What follows belongs to an exercise in optimizing a design on an open flow for small area, a short achievable clock period and few clock cycles per item; a production flow would make more cautious choices.
The RTL was checked by simulation tests, not by an equivalence proof against the original design.

`design/flow/run.sh`:
```
#!/bin/bash
# synth_recipe.tcl (not shown) runs the flow's synth.tcl, then flattens the netlist and writes it again
# the make line also repeats each setting of config.mk as NAME=value (left out here)
make -C /OpenROAD-flow-scripts/flow DESIGN_CONFIG=/design/flow/config.mk WORK_HOME=/design/flow/orfs CLKGATE_MAP_FILE= SYNTH_SCRIPT=/design/flow/synth_recipe.tcl finish
```
`design/flow/config.mk`:
```
export PLATFORM = sky130hd
export DESIGN_NAME = sdeb_top
export DESIGN_NICKNAME = sdeb_top
export VERILOG_FILES = /design/flow/design.v
export SDC_FILE = /design/flow/constraint.sdc
export NUM_CORES = 4
export LEC_CHECK = 0
export CAP_MARGIN = 20
export CORE_MARGIN = 2
export CORE_UTILIZATION = 40
export SLEW_MARGIN = 20
```
`design/flow/constraint.sdc`:
```
create_clock -name core_clock -period 7.0 [get_ports {clk}]
set_input_delay 1.4000 -clock core_clock [delete_from_list [all_inputs] [get_ports {clk}]]
set_output_delay 1.4000 -clock core_clock [all_outputs]
set_load 0.01 [all_outputs]
```
`design/flow/design.v`:
```
package sdeb_pkg;
	localparam int CordicSteps = 14;
	localparam logic [15:0] HalfTurn = 16'd32768;
	localparam logic [15:0] QuarterTurn = 16'd16384;
	typedef enum logic [1:0] {
		CFG_INCREMENT = 2'd0,
		CFG_CEILING = 2'd1,
		CFG_DECAY_STEP = 2'd2
	} cfg_idx_t;
	typedef struct packed {
		logic signed [15:0] x_pos;
		logic signed [15:0] y_pos;
		logic [15:0] source_energy;
		logic frame_start;
	} in_item_t;
	typedef struct packed {
		logic [5:0] hit_bin;
		logic [8:0] peak_angle;
		logic [7:0] peak_level;
	} out_item_t;
	function automatic logic [15:0] turn_atan(input logic [3:0] i);
		logic [15:0] r;
		case (i)
			4'd0: r = 16'd8192;
			4'd1: r = 16'd4836;
			4'd2: r = 16'd2555;
			4'd3: r = 16'd1297;
			4'd4: r = 16'd651;
			4'd5: r = 16'd326;
			4'd6: r = 16'd163;
			4'd7: r = 16'd81;
			4'd8: r = 16'd41;
			4'd9: r = 16'd20;
			4'd10: r = 16'd10;
			4'd11: r = 16'd5;
			4'd12: r = 16'd3;
			4'd13: r = 16'd1;
			default: r = 16'd0;
		endcase
		turn_atan = r;
	endfunction
endpackage
module sdeb_cordic #(
	parameter logic [13:0] REG_AFTER = 14'b00_1001_0010_0100,
	parameter int SW = 1
) (
	input  logic clk,
	input  logic arst_n,
	input  logic en,
	input  logic in_valid,
	input  logic [18:0] x_in,           
	input  logic signed [18:0] y_in,    
	input  logic [SW-1:0] side_in,
	output logic out_valid,
	output logic [13:0] dirs,           
	output logic [SW-1:0] side_out
);
	function automatic int yw(input int i);
		case (i)
			0, 1, 2: yw = 19;
			3: yw = 18;
			4, 5: yw = 16;
			default: yw = 21 - i;
		endcase
	endfunction
	logic [18:0] xs [15];
	logic [18:0] ys [15];
	logic [13:0] ds [15];
	logic vs [15];
	logic [SW-1:0] ss [15];
	assign xs[0] = x_in;
	assign ys[0] = y_in;
	assign ds[0] = '0;
	assign vs[0] = in_valid;
	assign ss[0] = side_in;
	for (genvar i = 0; i < 14; i++) begin : g_it
		localparam int WI = yw(i);
		localparam int WO = (i < 13) ? yw(i + 1) : 1;
		logic signed [WI-1:0] y;
		logic [18:0] x, xn;
		logic signed [WO-1:0] yn;
		logic [13:0] dn;
		logic s;
		assign x = xs[i];
		assign y = ys[i][WI-1:0];
		assign s = !y[WI-1];
		if (i < 12) begin : g_x
			logic signed [18:0] dx;
			assign dx = 19'(y >>> i);
			assign xn = s ? x + dx : x - dx;
		end else begin : g_nx
			assign xn = x;
		end
		if (i < 13) begin : g_y
			logic [WO-1:0] dy;
			assign dy = WO'(x >> i);
			assign yn = s ? WO'(y) - dy : WO'(y) + dy;
		end else begin : g_ny
			assign yn = '0;
		end
		always_comb begin
			dn = ds[i];
			dn[i] = s;
		end
		if (REG_AFTER[i]) begin : g_r
			logic v_q;
			logic [18:0] x_q, y_q;
			logic [13:0] d_q;
			logic [SW-1:0] s_q;
			always_ff @(posedge clk or negedge arst_n)
				if (!arst_n) v_q <= 1'b0;
				else if (en) v_q <= vs[i];
			always_ff @(posedge clk)
				if (en) begin
					x_q <= xn;
					y_q <= 19'(yn);
					d_q <= dn;
					s_q <= ss[i];
				end
			assign vs[i+1] = v_q;
			assign xs[i+1] = x_q;
			assign ys[i+1] = y_q;
			assign ds[i+1] = d_q;
			assign ss[i+1] = s_q;
		end else begin : g_c
			assign vs[i+1] = vs[i];
			assign xs[i+1] = xn;
			assign ys[i+1] = 19'(yn);
			assign ds[i+1] = dn;
			assign ss[i+1] = ss[i];
		end
	end
	assign out_valid = vs[14];
	assign dirs = ds[14];
	assign side_out = ss[14];
endmodule
module sound_direction_energy_bins #(
	parameter int BIN_COUNT = 36
) (
	input  logic clk,
	input  logic arst_n,
	input  logic in_valid,
	output logic in_stall,
	input  sdeb_pkg::in_item_t in_data,
	output logic out_valid,
	input  logic out_stall,
	output sdeb_pkg::out_item_t out_data,
	input  logic cfg_we,
	input  logic [1:0] cfg_index,
	input  logic [7:0] cfg_data
);
	localparam int NB = 36;
	localparam logic [15:0] ASUM = 16'd18181;
	logic [7:0] increment_q, ceiling_q, decay_step_q;
	logic en, clr_q, scan_q;
	logic ov_q;
	logic v0_q, neg0_q, sp0_q, fs0_q;
	logic [1:0] spk0_q;
	logic [15:0] ax0_q;          
	logic signed [16:0] y0_q;    
	logic [15:0] e0_q;
	logic xneg, xz, yz;
	assign xneg = in_data.x_pos[15];
	assign xz = (in_data.x_pos == 16'sd0);
	assign yz = (in_data.y_pos == 16'sd0);
	always_ff @(posedge clk or negedge arst_n)
		if (!arst_n) v0_q <= 1'b0;
		else if (en) v0_q <= in_valid;
	always_ff @(posedge clk)
		if (en) begin
			neg0_q <= xneg;
			sp0_q <= xz | yz;
			spk0_q <= yz ? {1'b0, xneg} : {1'b1, in_data.y_pos[15]};
			ax0_q <= xneg ? 16'(-in_data.x_pos) : in_data.x_pos;
			y0_q <= xneg ? -{in_data.y_pos[15], in_data.y_pos} : {in_data.y_pos[15], in_data.y_pos};
			e0_q <= in_data.source_energy;
			fs0_q <= in_data.frame_start;
		end
	logic [23:0] prod;
	logic [7:0] add0;
	assign prod = increment_q * e0_q;
	assign add0 = prod[23:16];
	localparam int SW = 1 + 1 + 2 + 1 + 8;
	logic cv;
	logic [13:0] dirs;
	logic [SW-1:0] side_o;
	sdeb_cordic #(.SW(SW)) u_cordic (
		.clk(clk), .arst_n(arst_n), .en(en),
		.in_valid(v0_q),
		.x_in({1'b0, ax0_q, 2'b00}),
		.y_in({y0_q, 2'b00}),
		.side_in({neg0_q, sp0_q, spk0_q, fs0_q, add0}),
		.out_valid(cv), .dirs(dirs), .side_out(side_o)
	);
	logic c_neg, c_sp, c_fs;
	logic [1:0] c_spk;
	logic [7:0] c_add;
	assign {c_neg, c_sp, c_spk, c_fs, c_add} = side_o;
	logic [15:0] z;
	logic [19:0] z9;
	logic [5:0] hz;
	always_comb begin
		z = {c_neg, 15'd0} - ASUM;
		for (int i = 0; i < 14; i++)
			if (dirs[i]) z = z + {sdeb_pkg::turn_atan(4'(i)), 1'b0};
	end
	assign z9 = {4'd0, z} + {1'b0, z, 3'd0};
	assign hz = z9[19:14];
	logic b_v, b_fs;
	logic [5:0] b_h;
	logic [7:0] b_add;
	always_ff @(posedge clk or negedge arst_n)
		if (!arst_n) b_v <= 1'b0;
		else if (en) b_v <= cv;
	always_ff @(posedge clk)
		if (en) begin
			if (!c_sp) b_h <= hz;
			else case (c_spk)
				2'd0: b_h <= 6'd0;
				2'd1: b_h <= 6'd18;
				2'd2: b_h <= 6'd9;
				default: b_h <= 6'd27;
			endcase
			b_add <= c_add;
			b_fs <= c_fs;
		end
	logic [NB-1:0][7:0] bins_q;
	logic [5:0] p_q, scnt_q, sbest_i_q;
	logic [7:0] pl_q, sbest_q;
	logic [5:0] h_q;
	logic go;
	logic [8:0] dd;
	assign go = en & b_v;
	assign dd = !go ? 9'd0 : b_fs ? {decay_step_q, 1'b0} : {1'b0, decay_step_q};
	logic [5:0] raddr;
	logic [7:0] rv, vd, pd, lvl;
	logic [8:0] sum;
	assign raddr = scan_q ? scnt_q : b_h;
	assign rv = bins_q[raddr];
	assign vd = ({1'b0, rv} > dd) ? 8'(rv - dd) : 8'd0;
	assign pd = ({1'b0, pl_q} > dd) ? 8'(pl_q - dd) : 8'd0;
	assign sum = {1'b0, vd} + {1'b0, b_add};
	assign lvl = (sum > {1'b0, ceiling_q}) ? ceiling_q : sum[7:0];
	logic take, rescan;
	always_comb begin
		take = 1'b0;
		rescan = 1'b0;
		if (pd == 8'd0) take = (lvl != 8'd0);
		else if (b_h == p_q) begin
			take = 1'b1;
			rescan = (lvl < pd);
		end else take = (lvl > pd) || ((lvl == pd) && (b_h < p_q));
	end
	always_ff @(posedge clk)
		for (int j = 0; j < NB; j++) begin
			if (clr_q) bins_q[j] <= 8'd0;
			else if (go && b_h == 6'(j)) bins_q[j] <= lvl;
			else bins_q[j] <= ({1'b0, bins_q[j]} > dd) ? 8'(bins_q[j] - dd) : 8'd0;
		end
	always_ff @(posedge clk or negedge arst_n)
		if (!arst_n) begin
			clr_q <= 1'b1;
			scan_q <= 1'b0;
			ov_q <= 1'b0;
			p_q <= '0;
			pl_q <= '0;
		end else begin
			clr_q <= 1'b0;
			if (en) begin
				ov_q <= b_v;
				if (b_v) begin
					if (take) begin
						p_q <= b_h;
						pl_q <= lvl;
					end else if (pd == 8'd0) begin
						p_q <= '0;
						pl_q <= 8'd0;
					end else pl_q <= pd;
					scan_q <= rescan;
				end
			end else if (scan_q) begin
				if (scnt_q == 6'(NB - 1)) begin
					scan_q <= 1'b0;
					if (rv > sbest_q) begin
						p_q <= scnt_q;
						pl_q <= rv;
					end else begin
						p_q <= sbest_i_q;
						pl_q <= sbest_q;
					end
				end
			end
		end
	always_ff @(posedge clk)
		if (!scan_q) begin
			scnt_q <= '0;
			sbest_q <= '0;
			sbest_i_q <= '0;
		end else begin
			scnt_q <= scnt_q + 6'd1;
			if (rv > sbest_q) begin
				sbest_q <= rv;
				sbest_i_q <= scnt_q;
			end
		end
	always_ff @(posedge clk)
		if (en) h_q <= b_h;
	assign en = !clr_q && !scan_q && !(ov_q && out_stall);
	assign in_stall = !en;
	assign out_valid = ov_q && !scan_q;
	assign out_data.hit_bin = h_q;
	assign out_data.peak_angle = 9'(p_q) * 9'd10;
	assign out_data.peak_level = pl_q;
	always_ff @(posedge clk or negedge arst_n) begin
		if (!arst_n) begin
			increment_q <= 8'd20;
			ceiling_q <= 8'd200;
			decay_step_q <= 8'd1;
		end else if (cfg_we) begin
			case (cfg_index)
				sdeb_pkg::CFG_INCREMENT: increment_q <= cfg_data;
				sdeb_pkg::CFG_CEILING: ceiling_q <= cfg_data;
				sdeb_pkg::CFG_DECAY_STEP: decay_step_q <= cfg_data;
				default: ;
			endcase
		end
	end
endmodule
module sdeb_top (
	input  logic clk,
	input  logic arst_n,
	input  logic in_valid,
	output logic in_stall,
	input  logic signed [15:0] in_x,
	input  logic signed [15:0] in_y,
	input  logic [15:0] in_energy,
	input  logic in_frame_start,
	output logic out_valid,
	input  logic out_stall,
	output logic [5:0] out_hit_bin,
	output logic [8:0] out_peak_angle,
	output logic [7:0] out_peak_level,
	input  logic cfg_we,
	input  logic [1:0] cfg_index,
	input  logic [7:0] cfg_data
);
	sdeb_pkg::in_item_t in_data;
	sdeb_pkg::out_item_t out_data;
	assign in_data.x_pos = in_x;
	assign in_data.y_pos = in_y;
	assign in_data.source_energy = in_energy;
	assign in_data.frame_start = in_frame_start;
	assign out_hit_bin = out_data.hit_bin;
	assign out_peak_angle = out_data.peak_angle;
	assign out_peak_level = out_data.peak_level;
	sound_direction_energy_bins #(.BIN_COUNT(36)) u_bins (
		.clk(clk), .arst_n(arst_n),
		.in_valid(in_valid), .in_stall(in_stall), .in_data(in_data),
		.out_valid(out_valid), .out_stall(out_stall), .out_data(out_data),
		.cfg_we(cfg_we), .cfg_index(cfg_index), .cfg_data(cfg_data)
	);
endmodule
```
==> flow_summary_export.csv <==
group,metric,value,unit
sta,setup-violations-final,411,
placement,post-dp-hpwl,146000,µm
finish,multi_input_area,0.0512,mm²
finish,nFillCells,13800,
logic_synthesis,syn_inst,7337,
critical_path,crit_arrival,9.96,ns
drt,vias,61700,
grt,grt_usage,23.6,%
critical_path,critPathLaunchType,"flip-flop",
logic_synthesis,synth_top_area_share,16.3,%
logic_synthesis,synth_area,0.0646,mm²
critical_path,critPathCaptureType,"flip-flop",
logic_synthesis,yosysTopAreaCell,"ha_1",
logic_synthesis,ys_warn_count,7,
sta,slew_headroom,24.2,%
logic_synthesis,synthSimpleGateAreaFrac,15.3,%
sta,hold_slack,0.384,ns
logic_synthesis,synth_compound_area_share,18.9,%
clocking,clkLatencyLatePin,0.74,ns
finish,drive_gt1_share,35.9,%
placement,io_buffer_count,87,
floorplanning,start_util,40.2,%
sta,period_share,136,%
critical_path,setup.worst_path.class,"reg2reg",
clocking,root_buffer,"clkbuf_16",
logic_synthesis,synth_edf_count,275,
critical_path,crit_top_cell,"a21oi_2",
clocking,path_clk_slew,0.06,ns
logic_synthesis,ys_ff_latch,630,
clocking,numClockSinks,630,
critical_path,cp_slowest_cell,"edfxtp_1",
floorplanning,die_w,406,µm
logic_synthesis,synth_top_cells_by_area,"ha_1 16%, edfxtp_1 13%, dfxtp_1 9.5%",
logic_synthesis,synth_xor_area_share,11.9,%
floorplanning,die-area,0.165,mm²
finish,regArea,0.0156,mm²
clocking,cts_buffers,82,
sta,skew,0.0693,ns
sta,rsz0062_at_grt,"true",
logic_synthesis,yosysMostFrequentCell,"ha_1",
grt,grt_pass1_vias,61600,
drt,wl_per_cell,17.8,µm
logic_synthesis,synth_fa_ha_area_share,20.9,%
drt,routed_wl,206000,µm
sta,final.min_clock_period,9.51,ns
critical_path,crit_required,7.46,ns
outcome,outcome,"finished with violations",
logic_synthesis,synth_top_family_by_area,"adder cells",
logic_synthesis,synth_commonest_cells,"844 x ha_1, 765 x nor2_1, 589 x inv_1",
logic_synthesis,async_flop_share,7.46,%
grt,grt_pass1_wl,317000,µm
critical_path,slowest_delay,0.40,ns
critical_path,cp_max_fo,5,
finish,nNetsFinal,10400,
finish,diodes,0,
floorplanning,pin_count,89,
job,maxCapViolCount,0,
sta,finalHoldViolations,0,
sta,fmax,0.105,GHz
sta,tightest_slew,1.13,ns
logic_synthesis,synth_ff_type,"dfxtp_1",
drt,drc,0,
floorplanning,num_rows,147,
drt,drt_iter0_drc,3512,
floorplanning,core,0.161,mm²
outcome,violations,"negative setup slack",
clocking,clockBufferDepth,3,
logic_synthesis,yosys.cell_types.count,115,
logic_synthesis,synthMuxAreaShare,4.15,%
logic_synthesis,postSynthAreaPerCell,8.81,µm²
clocking,cts_tree,"yes",
worst_hold_path,hold_class,"reg2reg",
finish,syn_to_final_growth,42.7,%
grt,grt_max_degree,93,
sta,worst_slack,-2.51,ns
floorplanning,die_h,406,µm
sta,maxSlewViolCount,0,
grt,antenna_found_initial,1,
placement,gp_congestion,0.924,
grt,grt_remaining_overflow,0,
logic_synthesis,yosysSeqAreaShare,24.2,%
sta,final.setup.tns,-335.95,ns
drt,firstDrtPassIters,5,
drt,ant_nets,0,
clocking,htreeDepth,3,
drt,via_per_inst,5.32,
-- cells in the final DEF, fill, tap and decap left out, types with 90 or more instances in the layout --
master,netlist,layout
a21o_1,444,444
a21oi_1,437,262
a21oi_2,1,165
a22oi_2,1,256
buf_4,3,1909
buf_6,5,100
clkbuf_16,0,95
dfxtp_1,308,308
edfxtp_1,275,275
fa_1,146,134
ha_1,844,798
inv_1,589,558
nand2_1,428,390
nand4_1,103,103
nor2_1,765,705
nor2b_1,100,90
nor3_1,133,108
o21ai_0,265,130
o21bai_1,101,98
xnor2_1,453,392
xor2_1,382,360
-- layout make-up --
type / instances / share of cell area [%]
inverters: 592 / 2.43
repair buffers: 2152 / 19.0
well taps: 2160 / 2.93
multi-input cells: 5906 / 55.5
clock inverters: 45 / 0.707
clock buffers: 106 / 2.49
flip-flops and latches: 630 / 16.9
-- per-stage QoR --
step	worst slack, ns	area [µm²]	utilization [%]	instances
after floorplan	-2.75	67300	-	7338
after global placement	-2.92	82800	51.6	11200
after detailed placement	-2.93	82800	51.6	11200
after CTS	-2.58	88700	55.3	11500
after global routing	-3.24	92200	57.4	11600
final	-2.51	92200	57.4	11600
-- per-layer routing --
layer / vias up / global-route usage, % / part of all wire [%]
li1: 30200 / - / -
met1: 29800 / 31.3 / 44
met2: 1371 / 40.6 / 48
met3: 305 / 2.60 / 5.2
met4: 0 / 6.10 / 2.5
met5: - / 0 / 0
-- worst paths after layout --
kind / slack [ns] / depth (start not counted) / startpoint / to
setup / recovery: -2.51 / 64 / u_bins.u_cordic.g_it[2].g_r.x_q[4]$_DFFE_PP_ / u_bins.u_cordic.g_it[5].g_r.x_q[18]$_DFFE_PP_
hold / removal: 0.38 / 0 / u_bins.u_cordic.g_it[11].g_r.s_q[1]$_DFFE_PP_ / u_bins.b_add[1]$_DFFE_PP_
setup reg to reg: -2.51 / 64 / u_bins.u_cordic.g_it[2].g_r.x_q[4]$_DFFE_PP_ / u_bins.u_cordic.g_it[5].g_r.x_q[18]$_DFFE_PP_
hold reg to reg: 0.38 / 0 / u_bins.u_cordic.g_it[11].g_r.s_q[1]$_DFFE_PP_ / u_bins.b_add[1]$_DFFE_PP_
max in group asynchronous: 5.84 / 1 / arst_n / u_bins.scan_q$_DFFE_PN0P_
min in group asynchronous: 0.70 / 1 / arst_n / u_bins.p_q[2]$_DFFE_PN0P_
-- flip-flops by register name, indices dropped and copies added (netlist names), 16 cells and up --
signal                        count
u_bins.u_cordic.g_it.g_r.x_q     64
u_bins.ax0_q                     16
u_bins.y0_q                      17
u_bins.u_cordic.g_it.g_r.s_q     52
u_bins.u_cordic.g_it.g_r.d_q     30
u_bins.u_cordic.g_it.g_r.y_q     54
u_bins.e0_q                      16
u_bins.bins_q                   288
-- critical path: cells and delay by family, from the launching register on --
kind,cells,cell delay (ns)
compound gates,41,5.69
simple gates,11,0.97
fa+ha+maj,4,0.85
mux,2,0.49
buf+inv,4,0.46
flops,1,0.40
xor+xnor,2,0.36
-- what timing repair did --
item	in CTS	in global routing
cloned	2	21
endpoints found under the setup margin	418	421
hold buffers	0	0
pin swaps	256	416
gates resized for setup	298	707
buffers inserted	248	161
-- cell families after synthesis --
family | count (synthesis)
AO/OA/AOI/OAI | 1830
XOR/XNOR | 854
flip-flops | 630
adder cells (fa/ha/maj) | 990
AND/OR/NAND/NOR | 2060
multiplexers | 170
other | 1
buffers and inverters | 802
Testbench counts, summed over its fixed seeds: cycles 2,456, items 2,400.

-- separate check: timing with driven ports --
How much do the figures lean on ideal ports? The routed layout below was timed once more, with nothing changed but the port constraints.
Step 1 (the two cells are an assumption about what drives the block):
set clk [get_ports {clk}]
set_driving_cell -lib_cell sky130_fd_sc_hd__clkbuf_16 $clk
set_driving_cell -lib_cell sky130_fd_sc_hd__buf_2 [delete_from_list [all_inputs] $clk]
Step 2 moves the port delays by t, midway between the first and last clock arrival at a register: inputs arrive t later, outputs are due t later. That takes back most of the time a late clock gives input paths.
Three values: no drivers, after step 1, after step 2; two values: the first two.
shift t [ns]: 0.780
slack for setup (ns): -2.508 / -2.508 / -2.508
worst setup path after step 2: register to register
clock arrival spread, ns: 0.070 / 0.069
pins driven straight from the clock port: 1
For this run, drivers alone change the setup slack by 0.000 ns; drivers and shift together by 0.000 ns.
